From an optimization exercise on the open Yosys and OpenROAD flow, aimed at small area and a short achievable clock period; shortcuts taken in it are not production practice.
RTL that was checked went through simulation tests only; none was proved equivalent to the original.
Power is estimated from default activity; no workload was simulated.

## job 4381
// fp_mul_pipe
module fp_mul_pipe (
  input  logic        clk,
  input  logic        rst_n,
  input  logic        in_valid,
  input  logic [3:0]  r_mode,
  input  logic [31:0] fp_X,
  input  logic [31:0] fp_Y,
  output logic        out_valid,
  output logic [31:0] fp_Z,
  output logic        ovrf,
  output logic        udrf
);
make LEC_CHECK=0 CAP_MARGIN=20 CORE_MARGIN=2 CORE_UTILIZATION=40 CTS_BUF_LIST=sky130_fd_sc_hd__clkbuf_8 CTS_CLUSTER_DIAMETER=60 CTS_CLUSTER_SIZE=40 SETUP_SLACK_MARGIN=5.0 SLEW_MARGIN=20 finish   # period 8.5 ns
run.sh (not shown) runs the stock make flow with config.mk's settings and CLKGATE_MAP_FILE= SYNTH_SCRIPT=/design/flow/synth_recipe.tcl, a recipe that flattens the netlist after the stock synthesis.
Inputs modified between job 4381 and job 8084:
diff --git a/flow/config.mk b/flow/config.mk
--- a/flow/config.mk
+++ b/flow/config.mk
@@ -10,6 +10,5 @@
 export CORE_UTILIZATION = 40
 export CTS_BUF_LIST = sky130_fd_sc_hd__clkbuf_8
-export CTS_CLUSTER_DIAMETER = 60
-export CTS_CLUSTER_SIZE = 40
+export CTS_CLUSTER_SIZE = 30
 export SETUP_SLACK_MARGIN = 5.0
 export SLEW_MARGIN = 20
Notes after the runs:
- Across job 4381 and job 8084, none had a timing, DRC or antenna violation.
- Comparing job 4381 and job 8084, design area is lower on job 4381.
- ~same wire length per cell in job 4381 and job 8084
- Switching component of the power ended up 0.60% lower on job 8084 than on job 4381.
diff inputs: job 8084 => job 9677
==> flow/flow/run.sh (new file) <==
#!/bin/bash
set -euo pipefail
MARGIN=5.6
sed -E "s/SETUP_SLACK_MARGIN=[-0-9.]+/SETUP_SLACK_MARGIN=${MARGIN}/" standard.sh > standard_margin.sh
grep -q "SETUP_SLACK_MARGIN=${MARGIN}" standard_margin.sh
bash standard_margin.sh > standard.log 2>&1
==> flow/standard.sh (new file) <==
#!/bin/bash
# synth_recipe.tcl (not shown) runs the flow's synth.tcl, then flattens the netlist and writes it again
# the make line also repeats each setting of config.mk as NAME=value (left out here)
make -C /OpenROAD-flow-scripts/flow DESIGN_CONFIG=/design/flow/config.mk WORK_HOME=/design/flow/orfs CLKGATE_MAP_FILE= SYNTH_SCRIPT=/design/flow/synth_recipe.tcl "${@:-finish}"
removed: flow/run.sh
--- outcome ---
Of job 9677 and job 8084, job 9677 shows the higher critical path depth, with job 8084 below it. Final period demand of the worst path ends up higher on job 8084. In job 9677 relative to job 8084, worst supply voltage drop on vdd had gone up by more than half. Share of final layout cell area taken by non-clock buffers, job 9677 and job 8084, higher one = job 9677. Between job 9677 and job 8084, the post-route non-filler standard cell count is lower for job 8084. Changes observed in job 9677 relative to job 8084: met1 demand-to-capacity share in global routing up 4.2 points, net switching power of the design rose about 18%, actual transition at the worst max-transition pin lower. Against job 8084, job 9677 comes in 16 points higher on signed area change from the synthesized netlist to the final layout.
No functional check of the RTL was part of any run of this note.

---

## run A
fp_mul_pipe, a different RTL version from the one above (not shown whole).
Size: ~300 flip-flops, roughly 110 I/O pins.
Settings: LEC_CHECK=0, CAP_MARGIN=20, CORE_MARGIN=2, CORE_UTILIZATION=40, CTS_BUF_LIST=sky130_fd_sc_hd__clkbuf_8, CTS_CLUSTER_DIAMETER=60, CTS_CLUSTER_SIZE=40, SETUP_SLACK_MARGIN=5.0, SLEW_MARGIN=20, SYNTH_HIERARCHICAL=1, SYNTH_MINIMUM_KEEP_SIZE=0; clock period 8.5 ns.
Stock flow here: none of the scripts above is used.
Run A reached the final stage; the timing, design-rule and antenna checks on its layout passed.
> inputs changed (run A -> run B)
- CORE_UTILIZATION now 45, was 40
Results
Run B ends up with higher share of the clock period used by the worst path after layout than run A does.
Sort run A and run B by pre-CTS worst setup slack, ascending, and run B comes first.
Of the two candidates, run A has the better worst hold slack across all endpoints and run B the worse one.
Going from run A to run B, register-to-register slack fell 0.06 ns; area enclosed by the die boundary fell about 11%; total buffers and inverters traversed by the critical path rose 3; fraction of area in clock buffers and inverters fell 0.25 points.
Run B — largest fanout on the critical path 11 lower, run A as reference
Relative to run B, the following input files were edited for run C:
- CORE_UTILIZATION changed from 45 to 40
==> flow/flow/run.sh (new file) <==
#!/bin/bash
set -euo pipefail
MARGIN=5.3
sed -E "s/SETUP_SLACK_MARGIN=[-0-9.]+/SETUP_SLACK_MARGIN=${MARGIN}/" standard.sh > standard_margin.sh
grep -q "SETUP_SLACK_MARGIN=${MARGIN}" standard_margin.sh
bash standard_margin.sh > standard.log 2>&1
==> flow/standard.sh (new file) <==
#!/bin/bash
# synth_recipe.tcl (not shown) runs the flow's synth.tcl, then flattens the netlist and writes it again
# the make line also repeats each setting of config.mk as NAME=value (left out here)
make -C /OpenROAD-flow-scripts/flow DESIGN_CONFIG=/design/flow/config.mk WORK_HOME=/design/flow/orfs CLKGATE_MAP_FILE= SYNTH_SCRIPT=/design/flow/synth_recipe.tcl "${@:-finish}"
removed: flow/run.sh
==> summary.txt <==
- Fmax in run C vs run B: up 0.79%
- On setup slack: between run C and run B, it ends up lower for run B.
- When run C is measured against run B, its clock network area share turns out 0.26 points higher.
- Relative to run B, count of standard-cell rows increased by 5 in run C.
- Against run B, run C reports a length in cells of the worst reg-to-reg path that is lower.

---

## the previous run
Another version of the RTL of fp_mul_pipe (not shown whole).
Size in the first run: about 300 flip-flops.
export LEC_CHECK = 0
export CAP_MARGIN = 20
export CORE_MARGIN = 2
export CORE_UTILIZATION = 40
export CTS_BUF_LIST = sky130_fd_sc_hd__clkbuf_8
export CTS_CLUSTER_DIAMETER = 40
export CTS_CLUSTER_SIZE = 20
export SETUP_SLACK_MARGIN = 5.0
export SLEW_MARGIN = 20
export SYNTH_HIERARCHICAL = 1
export SYNTH_MINIMUM_KEEP_SIZE = 0
create_clock -name core_clock -period 8.5 [get_ports {clk}]
standard.sh (not shown) runs the stock make flow with config.mk's settings and CLKGATE_MAP_FILE= SYNTH_SCRIPT=/design/flow/synth_recipe.tcl, a recipe that flattens the netlist after the stock synthesis.
==> flow/flow/run.sh <==
#!/bin/bash
set -euo pipefail
MARGIN=5.35
sed -E "s/SETUP_SLACK_MARGIN=[-0-9.]+/SETUP_SLACK_MARGIN=${MARGIN}/" standard.sh > standard_margin.sh
grep -q "SETUP_SLACK_MARGIN=${MARGIN}" standard_margin.sh
bash standard_margin.sh > standard.log 2>&1
The previous run has completed all stages; timing, DRC and antenna checks passed.
--- input diff the previous run..the current run ---
--- a/flow/flow/run.sh
+++ b/flow/flow/run.sh
@@ -1,5 +1,5 @@
 #!/bin/bash
 set -euo pipefail
-MARGIN=5.35
+MARGIN=5.5
 sed -E "s/SETUP_SLACK_MARGIN=[-0-9.]+/SETUP_SLACK_MARGIN=${MARGIN}/" standard.sh > standard_margin.sh
 grep -q "SETUP_SLACK_MARGIN=${MARGIN}" standard_margin.sh
Findings:
Between the previous run and the current run, share of post-route cells with drive strength above 1 is higher for the current run, the previous run comes in under that. Taking the previous run as the reference, in the current run clock-buffer cell count moved down, leftover overflow at the end of global routing level. Lower switching power share of the total goes to the previous run over the current run. Taking the previous run as the reference point, the area added between synthesis and finish of the current run rises by 7.1 points. From the previous run to the current run the numbers moved as follows: area enclosed by the die boundary saw little to no change, total power grew by about 5%. The current run vs the previous run: worst setup slack after layout up in the current run.

---

## v30
Starting RTL as in the previous note.
==> flow/design.v (excerpt) <==
module fp_mul_pipe (
  input  logic        clk,
  input  logic        rst_n,
  input  logic        in_valid,
  input  logic [3:0]  r_mode,
  input  logic [31:0] fp_X,
  input  logic [31:0] fp_Y,
  output logic        out_valid,
  output logic [31:0] fp_Z,
  output logic        ovrf,
  output logic        udrf
);
export LEC_CHECK = 0
export CAP_MARGIN = 20
export CORE_MARGIN = 2
export CORE_UTILIZATION = 40
export CTS_BUF_LIST = sky130_fd_sc_hd__clkbuf_8
export CTS_CLUSTER_DIAMETER = 40
export CTS_CLUSTER_SIZE = 20
export SETUP_SLACK_MARGIN = 5.0
export SLEW_MARGIN = 20
export SYNTH_HIERARCHICAL = 1
export SYNTH_MINIMUM_KEEP_SIZE = 0
create_clock -name core_clock -period 8.5 [get_ports {clk}]
==> flow/flow/run.sh <==
#!/bin/bash
set -euo pipefail
MARGIN=5.2
sed -E "s/SETUP_SLACK_MARGIN=[-0-9.]+/SETUP_SLACK_MARGIN=${MARGIN}/" standard.sh > standard_margin.sh
grep -q "SETUP_SLACK_MARGIN=${MARGIN}" standard_margin.sh
bash standard_margin.sh > standard.log 2>&1
v30 completed every stage of the flow, and the final layout passed the timing, design-rule and antenna checks.
### v30 -> v9
- setting PLACE_DENSITY to 0.65 for the first time
diff --git a/flow/flow/run.sh b/flow/flow/run.sh
--- a/flow/flow/run.sh
+++ b/flow/flow/run.sh
@@ -3 +3 @@
-MARGIN=5.2
+MARGIN=5.3
Notes after the runs:
- Changes observed in v9 relative to v30: layout overhead on the synthesized area picked up an extra 1.2 points; register-to-register slack lost 0.02 ns; net switching fraction of the power picked up an extra 0.50 points.
- Global-route wire length before repair was lower in v9 than in v30.
- v9 vs v30 — part of the power in the clock network dropped 1.3 points.
- From v30 to v9 the numbers moved as follows: post-placement setup slack higher; met3 global-route usage lower.
- Diff v30..v9 | total chip power | negligible
- v9 reports a lower global-route usage than v30 does.
Input-level comparison between v56 and v9:
- removing PLACE_DENSITY (formerly 0.65)
diff --git a/flow/flow/run.sh b/flow/flow/run.sh
--- a/flow/flow/run.sh
+++ b/flow/flow/run.sh
@@ -3 +3 @@
-MARGIN=5.3
+MARGIN=5.4
==> summary.txt <==
Going from v9 to v56, first-pass GRT wire length grew by a few percent.
The minimum period implied by the final worst setup slack reported for v56 is smaller than that of v9 by 0.11 ns.
The run with more routed wire is v56, not v9.

---

RTL: one of the versions met above, not the one the previous note started from.
For scale: ~300 flip-flops, about 110 I/O pins, roughly 21000 µm² of cells after synthesis.
clock: 8.5 ns
lec_check: 0
cap_margin: 20
core_margin: 2
core_utilization: 40
cts_buf_list: sky130_fd_sc_hd__clkbuf_8
cts_cluster_diameter: 50
cts_cluster_size: 30
setup_slack_margin: 5.0
slew_margin: 20
synth_hierarchical: 1
synth_minimum_keep_size: 0
run.sh (not shown) runs the stock make flow with config.mk's settings and CLKGATE_MAP_FILE= SYNTH_SCRIPT=/design/flow/synth_recipe.tcl, a recipe that flattens the netlist after the stock synthesis.
Stock flow here: none of the scripts above is used.
The first run passed the timing, design-rule and antenna checks.
Change:
--- a/flow/config.mk
+++ b/flow/config.mk
@@ -8 +8 @@
-export CAP_MARGIN = 20
+export CAP_MARGIN = 0
@@ -12,2 +12,2 @@
-export CTS_CLUSTER_DIAMETER = 50
-export CTS_CLUSTER_SIZE = 30
+export CTS_CLUSTER_DIAMETER = 60
+export CTS_CLUSTER_SIZE = 40
@@ -15 +15 @@
-export SLEW_MARGIN = 20
+export SLEW_MARGIN = 0
The changed run finished with timing, DRC and antenna clean.
Total power drops by 1.0%.
Clock power is lower by about 10%.
Final cell count is about the same.

---

Setup of build 26:
fp_mul_pipe, a different RTL version from the one above (not shown whole).
For scale: ~2,100 cells after synthesis, roughly 240 flip-flops, ~110 I/O pins, ~0.021 sq mm of cells after synthesis.
Settings: LEC_CHECK=0, CAP_MARGIN=20, CORE_MARGIN=2, CORE_UTILIZATION=40, SETUP_SLACK_MARGIN=5.0, SLEW_MARGIN=20; clock period 8.5 ns.
Edits applied to the flow inputs when going from build 26 to build 27:
- changing CORE_UTILIZATION from 40 to 60
==> comparison <==
Build 27 against build 26: number of non-filler instances in the completed layout now smaller; final RePlAce weighted congestion saw an increase; peak clock frequency supported by timing lower.
What build 20 does differently from build 27 at the input level:
- swapping 60 for 40 in CORE_UTILIZATION
- putting CTS_CLUSTER_SIZE at 30 where nothing was set
- putting CTS_BUF_LIST at sky130_fd_sc_hd__clkbuf_8 where nothing was set
- putting PLACE_DENSITY at 0.75 where nothing was set
Results
- In summary, build 27 completed successfully, with a layout that passed the timing, design-rule and antenna checks.
- Build 20: PASS, flow complete, no timing, DRC or antenna violations
- Build 20 ended with more die span in x than build 27.
- Going from build 27 to build 20, portion of total power attributed to the clock network now sits lower; via count normalized by instance count saw a decrease; hold slack shows no meaningful change; final cell count went up 9.3%.
Input changes introduced in build 18 (baseline for comparison: build 20):
- PLACE_DENSITY removed (was 0.75)
--- outcome ---
Summary of build 18 over build 20: number of buffers inserted by post-CTS setup repair -23; leftover overflow at the end of global routing ~0 delta; clock power +22%; least setup slack across all paths after layout +0.13 ns; clock skew -0.011 ns. Sort build 18 and build 20 by number of iterations in the first detailed-routing pass asc -> top: build 18.

---

fp_mul_pipe with an RTL version that a note above also has.
Size in the first run: ~1900 cells after synthesis, ~300 flip-flops, about 110 I/O pins, about 0.021 mm^2 of cells after synthesis.
==> flow/config.mk <==
export PLATFORM = sky130hd
export DESIGN_NAME = fp_mul_pipe
export DESIGN_NICKNAME = fp_mul_pipe
export VERILOG_FILES = /design/flow/design.v
export SDC_FILE = /design/flow/constraint.sdc
export NUM_CORES = 4
export LEC_CHECK = 0
export CAP_MARGIN = 20
export CORE_MARGIN = 2
export CORE_UTILIZATION = 40
export CTS_BUF_LIST = sky130_fd_sc_hd__clkbuf_4 sky130_fd_sc_hd__clkbuf_8
export CTS_CLUSTER_DIAMETER = 40
export CTS_CLUSTER_SIZE = 20
export SETUP_SLACK_MARGIN = 5.0
export SLEW_MARGIN = 20
export SYNTH_HIERARCHICAL = 1
export SYNTH_MINIMUM_KEEP_SIZE = 0
==> flow/constraint.sdc <==
create_clock -name core_clock -period 8.5 [get_ports {clk}]
set_input_delay 1.7000 -clock core_clock [delete_from_list [all_inputs] [get_ports {clk}]]
set_output_delay 1.7000 -clock core_clock [all_outputs]
set_load 0.01 [all_outputs]
standard.sh (not shown) runs the stock make flow with config.mk's settings and CLKGATE_MAP_FILE= SYNTH_SCRIPT=/design/flow/synth_recipe.tcl, a recipe that flattens the netlist after the stock synthesis.
==> flow/flow/run.sh <==
#!/bin/bash
set -euo pipefail
MARGIN=5.3
sed -E "s/SETUP_SLACK_MARGIN=[-0-9.]+/SETUP_SLACK_MARGIN=${MARGIN}/" standard.sh > standard_margin.sh
grep -q "SETUP_SLACK_MARGIN=${MARGIN}" standard_margin.sh
bash standard_margin.sh > standard.log 2>&1
Edit:
CTS_BUF_LIST = sky130_fd_sc_hd__clkbuf_8   (was sky130_fd_sc_hd__clkbuf_4 sky130_fd_sc_hd__clkbuf_8)
GPL_TIMING_DRIVEN = 0   (was default)
=>
- cell count rose by 5.0%
- worst hold slack is worse by 0.013 ns
- clock-buffer cell count goes down by 5
- total power grows by 7.9%
- die area does not change
- clock power came out higher by about 4%
- synthesized area does not change

---

## the baseline
fp_mul_pipe again, from the RTL that the note above started with.
==> flow/config.mk <==
export PLATFORM = sky130hd
export DESIGN_NAME = fp_mul_pipe
export DESIGN_NICKNAME = fp_mul_pipe
export VERILOG_FILES = /design/flow/design.v
export SDC_FILE = /design/flow/constraint.sdc
export NUM_CORES = 4
export LEC_CHECK = 0
export CAP_MARGIN = 20
export CORE_MARGIN = 2
export CORE_UTILIZATION = 40
export CTS_BUF_LIST = sky130_fd_sc_hd__clkbuf_8
export CTS_CLUSTER_DIAMETER = 40
export CTS_CLUSTER_SIZE = 20
export SETUP_SLACK_MARGIN = 5.0
export SLEW_MARGIN = 20
export SYNTH_HIERARCHICAL = 1
export SYNTH_MINIMUM_KEEP_SIZE = 0
==> flow/constraint.sdc <==
create_clock -name core_clock -period 8.5 [get_ports {clk}]
set_input_delay 1.7000 -clock core_clock [delete_from_list [all_inputs] [get_ports {clk}]]
set_output_delay 1.7000 -clock core_clock [all_outputs]
set_load 0.01 [all_outputs]
Scripts as last shown in full above: flow/flow/run.sh
The baseline finished all stages; the layout is clean.
Input changes introduced in the candidate (baseline for comparison: the baseline):
# the baseline
export LEC_CHECK = 0
export CAP_MARGIN = 20
export CORE_MARGIN = 2
export CORE_UTILIZATION = 40
export CTS_BUF_LIST = sky130_fd_sc_hd__clkbuf_8
export CTS_CLUSTER_DIAMETER = 40
export CTS_CLUSTER_SIZE = 20
export SETUP_SLACK_MARGIN = 5.0
export SLEW_MARGIN = 20
export SYNTH_HIERARCHICAL = 1
export SYNTH_MINIMUM_KEEP_SIZE = 0
create_clock -name core_clock -period 8.5 [get_ports {clk}]
# the candidate
export LEC_CHECK = 0
export CAP_MARGIN = 20
export CORE_MARGIN = 2
export CORE_UTILIZATION = 40
export CTS_BUF_LIST = sky130_fd_sc_hd__clkbuf_8
export CTS_CLUSTER_DIAMETER = 40
export CTS_CLUSTER_SIZE = 20
export GPL_ROUTABILITY_DRIVEN = 0
export SETUP_SLACK_MARGIN = 5.0
export SLEW_MARGIN = 20
export SYNTH_HIERARCHICAL = 1
export SYNTH_MINIMUM_KEEP_SIZE = 0
create_clock -name core_clock -period 8.5 [get_ports {clk}]
[summary]
- The candidate reports a lower routed metal-1 wire length than the baseline does.
- Cell area | the candidate vs the baseline | the candidate larger
- Part of the power in the clock network was lower in the baseline than in the candidate.
- In the candidate, the non-clock buffer count came out about 5% above the value in the baseline.
- r1c_r[19] as the destination of the critical timing path was reported by the baseline, and tx0_q[0] by the candidate.
- When the final numbers for the candidate and the baseline were put side by side, the growth of design area from synthesis to finish turned out to be smaller in the baseline.

[what the ideal ports hide]
No port has a modelled driver above. Below, the same layouts with a new extraction and two added sets of constraints.
Step 1, drivers: a clkbuf_16 drives clk and a buf_2 each remaining input, both assumed.
Step 2 also shifts input and output timing later by t, the mid clock arrival at the registers, as if the neighbouring blocks saw the same clock.
Slacks: ideal ports / drivers / drivers and shift; pairs: ideal ports / drivers.
| run | t (ns) | slack for setup (ns) | worst setup path after step 2 | clock arrival spread, ns | pins driven straight from the clock port |
|---|---|---|---|---|---|
| job 4381 | 0.717 | 5.086 / 5.086 / 4.665 | input to register | 0.062 / 0.061 | 1 |
| job 8084 | 0.703 | 5.113 / 5.113 / 4.635 | input to register | 0.048 / 0.048 | 1 |
| job 9677 | 0.701 | 5.369 / 5.369 / 4.864 | input to register | 0.028 / 0.029 | 1 |
| run A | 0.698 | 5.161 / 5.161 / 4.682 | input to register | 0.043 / 0.042 | 1 |
| run B | 0.690 | 5.103 / 5.103 / 4.593 | input to register | 0.067 / 0.067 | 1 |
| run C | 0.700 | 5.129 / 5.129 / 4.847 | input to register | 0.033 / 0.033 | 1 |
| the previous run | 0.689 | 5.371 / 5.371 / 4.800 | input to register | 0.040 / 0.040 | 1 |
| the current run | 0.677 | 5.436 / 5.436 / 4.935 | input to register | 0.053 / 0.053 | 1 |
| v30 | 0.680 | 5.254 / 5.231 / 4.688 | input to register | 0.036 / 0.036 | 1 |
| v9 | 0.679 | 5.231 / 5.231 / 4.754 | input to register | 0.050 / 0.050 | 1 |
| v56 | 0.681 | 5.343 / 5.343 / 4.796 | input to register | 0.033 / 0.032 | 1 |
| the first run of note 5 | 0.705 | 5.150 / 5.150 / 4.707 | input to register | 0.029 / 0.030 | 1 |
| the second run of note 5 | 0.698 | 5.161 / 5.161 / 4.682 | input to register | 0.043 / 0.042 | 1 |
| build 26 | 0.651 | 4.919 / 4.919 / 4.919 | register to register | 0.052 / 0.053 | 1 |
| build 27 | 0.641 | 4.856 / 4.856 / 4.856 | register to register | 0.045 / 0.045 | 1 |
| build 20 | 0.659 | 4.835 / 4.835 / 4.835 | register to register | 0.042 / 0.042 | 1 |
| build 18 | 0.660 | 4.960 / 4.960 / 4.960 | register to register | 0.031 / 0.032 | 1 |
| the first run of note 7 | 0.682 | 5.377 / 5.377 / 4.749 | input to register | 0.048 / 0.048 | 1 |
| the second run of note 7 | 0.680 | 5.018 / 5.018 / 4.723 | input to register | 0.043 / 0.043 | 1 |
| the baseline | 0.685 | 5.357 / 5.357 / 4.749 | input to register | 0.049 / 0.048 | 1 |
| the candidate | 0.682 | 5.309 / 5.327 / 4.655 | input to register | 0.051 / 0.051 | 1 |
After both steps every run listed still meets setup and hold. The setup slack of the candidate, which loses most, moves by +0.018 ns with the drivers and by -0.654 ns with both steps.
